From an optimization exercise on the open Yosys and OpenROAD flow, aimed at small area; shortcuts taken in it are not production practice.
In this exercise RTL edits were held to simulation tests only and were not proved equivalent to the original.
Power figures rest on the tool's default switching activity, not on a simulated workload.

==> flow/design.v (excerpt) <==
module tag_counter_top #(
    parameter int NUM_LANES = 4,
    parameter int COUNT_W   = 32
) (
    input  wire                              detector,
    input  wire                              arst_n_i,
    input  wire                              tag_valid_i,
    input  wire  [counter_pkg::CHAN_W-1:0]   tag_channel_i,
    input  wire                              wb_cyc_i,
    input  wire                              wb_stb_i,
    input  wire                              wb_we_i,
    input  wire  [counter_pkg::WB_ADR_W-1:0] wb_adr_i,
    input  wire  [counter_pkg::WB_DAT_W-1:0] wb_dat_i,
    output logic [counter_pkg::WB_DAT_W-1:0] wb_dat_o,
    output logic                             wb_ack_o,
    output logic [NUM_LANES*COUNT_W-1:0]     count_data_o,
    output logic                             count_valid_o
);
For scale: about 2400 cells after synthesis, roughly 210 I/O pins, ~0.030 mm² of cells after synthesis.
export LEC_CHECK = 0
export CAP_MARGIN = 5
export CORE_MARGIN = 2
export CORE_UTILIZATION = 60
export GPL_TIMING_DRIVEN = 0
export PLACE_DENSITY = 0.85
export SLEW_MARGIN = 5
create_clock -name core_clock -period 8.0 [get_ports {detector}]
standard.sh (not shown) runs the stock make flow with config.mk's settings and CLKGATE_MAP_FILE= SYNTH_SCRIPT=/design/flow/synth_recipe.tcl, a recipe that flattens the netlist after the stock synthesis.
==> flow/flow/run.sh <==
#!/bin/bash
# Layout flow: the standard ORFS layout with three changes
#  - synthesis maps logic with an area-oriented ABC script (flow/area.abc);
#    the registers come from the same steps as the standard synthesis
#  - port buffers are the smallest buffer cell
#  - clock tree synthesis inserts no dummy loads
# Each tool's full output stays in the ORFS log folder and in flow_*.log here.
set -euo pipefail
W=$PWD
F=$W/flow

# synthesis script: the standard flow's own, with abc's -script replaced
{
    echo "proc abc {args} {"
    echo "    set i [lsearch -exact \$args -script]"
    echo "    if {\$i >= 0} { lset args [expr {\$i + 1}] $F/area.abc }"
    echo "    yosys abc {*}\$args"
    echo "}"
    cat "$W/synth_recipe.tcl"
} > "$W/flow_synth.tcl"

CTS="-sink_clustering_enable -repair_clock_nets -sink_clustering_size 16 -sink_clustering_max_diameter 100 -dont_use_dummy_load -buf_list sky130_fd_sc_hd__clkbuf_8"

bash "$W/standard.sh" \
    "SYNTH_SCRIPT=$W/flow_synth.tcl" \
    "BUFFER_PORTS_ARGS=-buffer_cell sky130_fd_sc_hd__buf_1" \
    "CTS_ARGS=$CTS" \
    finish > "$W/flow_make.log" 2>&1
==> flow/flow/area.abc <==
&get -n
&st
&syn2
&dch
&nf -R 1000
&st
&syn2
&dch
&nf -R 1000
&put
Next try:
==> flow/flow/area.abc (replaced) <==
&get -n
&st
&syn2
&dch -f
&nf -R 1000 -p -C 32
&put
mfs2
&get -n
&st
&syn2
&dch -f
&nf -R 1000 -p -C 32
&put
mfs2
&get -n
&st
&dch -f
&nf -R 1000 -p -C 32
&put
After rerunning: Die area falls by 0.95%. Register-to-register slack loses 20 ps. Sequential cell count does not change. Combinational power is higher by 11%. Global-route usage goes down by 2.1 points. Count of clock-buffer cells in the layout is unchanged. Hold slack loses 42 ps. Non-clock buffer count is lower by 11. Synthesized area shrinks by 0.98%. Design area drops by 1.1%.
Next try:
==> flow/flow/area.abc (replaced) <==
&get -n
&st
&syn2
&dch
&nf -R 1000
&st
&syn2
&dch
&nf -R 1000
&put
CAP_MARGIN = 10   (was 5)
CTS_CLUSTER_DIAMETER = 150   (was default)
CTS_CLUSTER_SIZE = 25   (was default)
SLEW_MARGIN = 10   (was 5)
After rerunning: The new run completed with no timing, DRC or antenna violations; synthesized area came out higher by 0.98%; sequential cell count does not change; synthesized cell count came out higher by 2.5%; total power came out lower by 0.54%; count of clock-buffer cells in the layout is unchanged; sequential power stays flat.

* * *

Another version of the RTL of tag_counter_top (not shown whole).
Size: roughly 710 flip-flops, about 31000 sq um of cells after synthesis.
clock: 8.0 ns
lec_check: 0
cap_margin: 20
core_margin: 2
core_utilization: 40
cts_cluster_diameter: 150
cts_cluster_size: 25
gpl_timing_driven: 0
slew_margin: 20
run.sh (not shown) runs the stock make flow with config.mk's settings and CLKGATE_MAP_FILE= SYNTH_SCRIPT=/design/flow/synth_recipe.tcl, a recipe that flattens the netlist after the stock synthesis.
Stock flow here: none of the scripts above is used.
The starting point finished clean.
Rerun with:
==> flow/flow/run.sh (new file) <==
#!/bin/bash
# Layout flow: the standard ORFS layout with three changes
#  - synthesis maps logic with an area-oriented ABC script (flow/area.abc);
#    the registers come from the same steps as the standard synthesis
#  - port buffers are the smallest buffer cell
#  - clock tree synthesis inserts no dummy loads
# Each tool's full output stays in the ORFS log folder and in flow_*.log here.
set -euo pipefail
W=$PWD
F=$W/flow

# synthesis script: the standard flow's own, with abc's -script replaced
{
    echo "proc abc {args} {"
    echo "    set i [lsearch -exact \$args -script]"
    echo "    if {\$i >= 0} { lset args [expr {\$i + 1}] $F/area.abc }"
    echo "    yosys abc {*}\$args"
    echo "}"
    cat "$W/synth_recipe.tcl"
} > "$W/flow_synth.tcl"

CTS="-sink_clustering_enable -repair_clock_nets -sink_clustering_size 25 -sink_clustering_max_diameter 150 -dont_use_dummy_load"

bash "$W/standard.sh" \
    "SYNTH_SCRIPT=$W/flow_synth.tcl" \
    "BUFFER_PORTS_ARGS=-buffer_cell sky130_fd_sc_hd__buf_1" \
    "CTS_ARGS=$CTS" \
    finish > "$W/flow_make.log" 2>&1
==> flow/flow/area.abc (new file) <==
&get -n
&st
&syn2
&dch
&nf -R 1000
&st
&syn2
&dch
&nf -R 1000
&put
==> flow/standard.sh (new file) <==
#!/bin/bash
# synth_recipe.tcl (not shown) runs the flow's synth.tcl, then flattens the netlist and writes it again
# the make line also repeats each setting of config.mk as NAME=value (left out here)
make -C /OpenROAD-flow-scripts/flow DESIGN_CONFIG=/design/flow/config.mk WORK_HOME=/design/flow/orfs CLKGATE_MAP_FILE= SYNTH_SCRIPT=/design/flow/synth_recipe.tcl "${@:-finish}"
removed: flow/run.sh
=>
- wire length goes down by 20%
- combinational power fell by 25%
- worst setup slack got worse by 0.19 ns

afterwards: timing with drivers on the ports:
How much do the figures lean on ideal ports? The routed layouts below were timed once more, with nothing changed but the port constraints.
Step 1, drivers: a clkbuf_16 drives detector and a buf_2 each remaining input, both assumed.
Step 2 moves the port delays by t, midway between the first and last clock arrival at a register: inputs arrive t later, outputs are due t later. That takes back most of the time a late clock gives input paths.
Three values: ideal, step 1, step 2; two values: the first two.
| run | shift t [ns] | slack for setup (ns) | latest minus earliest clock arrival (ns) |
|---|---|---|---|
| the first run of note 1 | 0.742 | 0.319 / 0.319 / 0.319 | 0.091 / 0.091 |
| the second run of note 1 | 0.716 | 0.300 / 0.300 / 0.300 | 0.091 / 0.090 |
| the third run of note 1 | 0.718 | 0.192 / 0.192 / 0.192 | 0.053 / 0.052 |
| the first run of note 2 | 0.672 | 0.439 / 0.402 / 0.402 | 0.024 / 0.024 |
| the second run of note 2 | 0.646 | 0.246 / 0.218 / 0.218 | 0.070 / 0.070 |
After both steps every run listed still meets setup and hold. For the first run of note 2, which loses most, drivers alone change the setup slack by -0.037 ns; drivers and shift together by -0.037 ns.
